Context: an optimization exercise on an open-source flow, tuned for small area, a short achievable clock period and few clock cycles per item. The choices shown serve that exercise and are no tape-out recipe. Power is estimated from default activity; no workload was simulated.

==> flow/design.v (excerpt) <==
module countdown_stopwatch_7seg
(
  input  logic clk,
  input  logic rst,
  input  logic cmd_valid,
  output logic cmd_stall,
  input  logic [14:0] cmd,
  output logic res_valid,
  input  logic res_stall,
  output logic [48:0] res
);
Size in the first run: about 730 cells after synthesis, about 60 flip-flops, about 70 I/O pins, ~4500 µm² of cells after synthesis.
Settings: LEC_CHECK=0, ABC_AREA=1, CAP_MARGIN=20, CORE_MARGIN=2, CORE_UTILIZATION=40, SETUP_SLACK_MARGIN=5, SLEW_MARGIN=20; clock period 10.0 ns.
run.sh (not shown) runs the stock make flow with config.mk's settings and CLKGATE_MAP_FILE= SYNTH_SCRIPT=/design/flow/synth_recipe.tcl, a recipe that flattens the netlist after the stock synthesis.
Then changed:
--- a/flow/design.v
+++ b/flow/design.v
@@ -165,56 +165,66 @@
   always_ff @(posedge clk) begin
     if (rst) q_full <= 1'b0;
     else     q_full <= src_valid && !go;
     if (!q_full) q_kind <= c_kind;
   end
   logic [22:0] step_out, dec_out;
-  logic        min_bit, tick, to_full;
+  logic        tick, cur_full;
   logic [21:0] next_disp;
-  assign min_bit  = (idx < 4'd6) && set_min[idx[2:0]];
-  assign step_out = step_digits(disp, min_bit, set_sec[idx], set_cs[idx]);
+  logic [3:0]  idx_dn;
+  logic [2:0]  nbits;
+  logic        sat;
+  assign idx_dn   = idx - 4'd1;
+  assign step_out = step_digits(disp, nbits[2], nbits[1], nbits[0]);
   assign dec_out  = dec_digits(disp);
   assign tick     = go && src_kind == K_TICK && run;
-  assign to_full  = (start && full) || (busy && step_out[22]) || (tick && dec_out[22]);
+  assign cur_full = sat || (tick && dec_out[22]);
   always_comb begin
-    if (to_full)    next_disp = DIGITS_FULL;
+    if (go && shows && cur_full)
+      next_disp = (tick && sat) ? {3'd5, 4'd9, 3'd5, 4'd9, 4'd9, 4'd9} : DIGITS_FULL;
     else if (busy)  next_disp = step_out[21:0];
     else if (start) next_disp = {11'd0, 3'd0, set_sec[9], 4'd0, 3'd0, set_cs[9]};
     else if (tick)  next_disp = dec_out[21:0];
     else            next_disp = disp;
   end
   always_ff @(posedge clk) begin
     if (rst) begin
       res_valid <= 1'b0;
       run       <= 1'b0;
       dirty     <= 1'b0;
       full      <= 1'b1;
       busy      <= 1'b0;
+      sat       <= 1'b0;
       disp      <= '0;
     end else begin
       disp <= next_disp;
       if (out_free) res_valid <= go;
       if (start) begin
         idx   <= 4'd8;
         busy  <= 1'b1;
+        sat   <= full;
         dirty <= 1'b0;
         full  <= 1'b0;
       end else if (busy) begin
-        idx  <= idx - 4'd1;
+        idx  <= idx_dn;
         busy <= (idx != 4'd0);
+        sat  <= sat || step_out[22];
       end
       if (go) begin
+        sat <= 1'b0;
         case (src_kind)
           K_TOGGLE: run <= !run;
           K_SET: begin
             dirty <= 1'b1;
             full  <= 1'b0;
           end
           default: ;
         endcase
       end
     end
+    nbits <= start ? {1'b0, set_sec[8], set_cs[8]}
+                   : {idx_dn < 4'd6 && set_min[idx_dn[2:0]], set_sec[idx_dn], set_cs[idx_dn]};
   end
   assign res = {1'b0, seg6(disp[14:12]), 1'b0, seg10(disp[11:8]),
                 1'b0, seg10(disp[7:4]), 1'b0, seg10(disp[3:0]),
                 1'b0, seg7(disp[21:19]), 1'b0, seg10(disp[18:15]), run};
 endmodule
Effect: Combinational power rises by 54%; worst hold slack improved by 8.5 ps; via count rises by 4.1%; final cell count rises by 1.6%; final area rises by 4.2%; register-to-register slack improved by 1200 ps; non-clock buffer count rises by 1; sequential power rises by 11%; clock skew stays flat; area after synthesis rises by 3.8%.
No run of this note included a check of the RTL's function; only the layout flow was run.


Another version of the RTL of countdown_stopwatch_7seg (not shown whole).
For scale: about 810 cells after synthesis.
Settings: LEC_CHECK=0, ABC_AREA=1, CAP_MARGIN=20, CORE_MARGIN=2, CORE_UTILIZATION=40, SETUP_SLACK_MARGIN=5, SLEW_MARGIN=20; clock period 10.0 ns.
standard.sh (not shown) runs the stock make flow with config.mk's settings and CLKGATE_MAP_FILE= SYNTH_SCRIPT=/design/flow/synth_recipe.tcl, a recipe that flattens the netlist after the stock synthesis.
==> flow/flow/run.sh <==
#!/bin/bash
# Standard layout, with the port buffers made of buf_1 cells instead of the
# default delay buffers.
set -euo pipefail
cd "$(dirname "$0")/.."
export BUFFER_PORTS_ARGS="-buffer_cell sky130_fd_sc_hd__buf_1"
bash standard.sh > standard.log 2>&1
The baseline ran to the end with no violations.
==> next run, changes <==
--- a/flow/design.v
+++ b/flow/design.v
@@ -163,15 +163,15 @@
     if (p_free) begin
       q_full_n  = 1'b0;
       p_valid_n = q_full || accept;
       p_kind_n  = q_full ? q_kind : c_kind;
     end else if (accept) begin
       q_full_n  = 1'b1;
     end
-    busy_n  = (start && top != 4'd0) || (busy && idx != 4'd0);
+    busy_n  = start || (busy && idx != 4'd0);
     run_n   = (go && p_kind == K_TOGGLE) ? !run : run;
     dirty_n = !start && (dirty || (go && p_kind == K_SET));
     full_n  = !start && !(go && p_kind == K_SET) && full;
   end
   always_ff @(posedge clk) begin
     if (rst) begin
       set_cs  <= '0;
@@ -197,39 +197,23 @@
     end
     p_kind <= p_kind_n;
     if (!q_full) q_kind <= c_kind;
   end
   logic [22:0] step_out, dec_out;
   logic        cur_full;
   logic [21:0] next_disp, free_disp;
-  logic [3:0]  idx_dn, top, top_dn, nb_idx;
-  logic [9:0]  any_bit;
-  function automatic logic [2:0] bits_at(input logic [3:0] i, input logic [5:0] m,
-                                         input logic [9:0] s, input logic [9:0] c);
-    bits_at = {i < 4'd6 && m[i[2:0]], i < 4'd10 && s[i], i < 4'd10 && c[i]};
-  endfunction
-  assign any_bit = set_cs | set_sec | {4'd0, set_min};
-  always_comb begin
-    top = 4'd0;
-    for (int i = 1; i < 10; i++)
-      if (any_bit[i]) top = 4'(i);
-  end
-  assign top_dn = top - 4'd1;
-  logic [2:0] start_bits;
-  assign start_bits = bits_at(top, set_min, set_sec, set_cs);
+  logic [3:0]  idx_dn;
   assign idx_dn   = idx - 4'd1;
-  assign nb_idx   = start ? top_dn : idx_dn;
   assign step_out = step_digits(disp, nbits[2], nbits[1], nbits[0]);
   assign dec_out  = dec_digits(disp);
   assign cur_full = sat || (tick0 && dec_out[22]);
   always_comb begin
     if (go0 && shows && cur_full)
       free_disp = (tick0 && sat) ? {3'd5, 4'd9, 3'd5, 4'd9, 4'd9, 4'd9} : DIGITS_FULL;
-    else if (start0) free_disp = {3'd0, 3'd0, start_bits[2], 3'd0, 3'd0, start_bits[1],
-                                  4'd0, 3'd0, start_bits[0]};
+    else if (start0) free_disp = {11'd0, 3'd0, set_sec[9], 4'd0, 3'd0, set_cs[9]};
     else if (tick0)  free_disp = dec_out[21:0];
     else             free_disp = disp;
     if (busy)          next_disp = step_out[21:0];
     else if (out_free) next_disp = free_disp;
     else               next_disp = disp;
   end
   always_ff @(posedge clk) begin
@@ -248,14 +232,15 @@
       full  <= full_n;
       busy  <= busy_n;
       if (out_free) res_valid <= go;
       if (start)     sat <= full;
       else if (busy) sat <= sat || step_out[22];
       else if (go)   sat <= 1'b0;
     end
-    idx   <= nb_idx;
-    nbits <= bits_at(nb_idx, set_min, set_sec, set_cs);
+    idx   <= start ? 4'd8 : idx_dn;
+    nbits <= start ? {1'b0, set_sec[8], set_cs[8]}
+                   : {idx_dn < 4'd6 && set_min[idx_dn[2:0]], set_sec[idx_dn], set_cs[idx_dn]};
   end
   assign res = {1'b0, seg6(disp[14:12]), 1'b0, seg10(disp[11:8]),
                 1'b0, seg10(disp[7:4]), 1'b0, seg10(disp[3:0]),
                 1'b0, seg7(disp[21:19]), 1'b0, seg10(disp[18:15]), run};
 endmodule
Cell area falls by 2.6%. Combinational power rises by 13%. Critical path depth falls by 7. Sequential power rises by about 5%. Power rises by 8.8%. Routed wire length falls by 3.0%. Final cell count falls by 2.5%. Hold slack is worse by 0.011 ns. Core utilization falls by 0.64 points. Synthesized area falls by 2.3%. Clock-buffer cell count falls by 3. Sequential share of layout area rises by 0.65 points.
No functional check of the RTL was part of any run of this note.

-- port drivers added, routing unchanged --
In the flow no input, the clock included, has a driving cell. The finished layouts below were timed again as built, in two steps.
Step 1, drivers: a clkbuf_16 drives clk and a buf_2 each remaining input, both assumed.
Step 2 adds t to the input delays and takes it off the output delays; t is the mean of the earliest and latest rising clock arrival at the registers after step 1. Input paths then give back, and output paths get back, about the clock's delay inside the block.
a / b / c = ideal / step 1 / step 2; a / b = the first two.
run | shift t [ns] | slack for setup (ns) | worst hold slack (ns) | worst data-port slew with drivers (ns) | cell pins on the clock port's net
the first run of note 1 | 0.364 | 5.520 / 5.520 / 5.238 | 0.453 / 0.453 / 0.453 | 0.04 | 1
the second run of note 1 | 0.360 | 5.831 / 5.825 / 5.464 | 0.461 / 0.461 / 0.461 | 0.04 | 1
the first run of note 2 | 0.369 | 6.107 / 6.128 / 5.759 | 0.461 / 0.461 / 0.461 | 0.03 | 1
the second run of note 2 | 0.365 | 6.325 / 6.288 / 6.385 | 0.450 / 0.450 / 0.450 | 0.03 | 1
After both steps setup and hold are still met in every run listed. The setup slack of the second run of note 1, which loses most, moves by -0.006 ns with the drivers and by -0.367 ns with both steps.
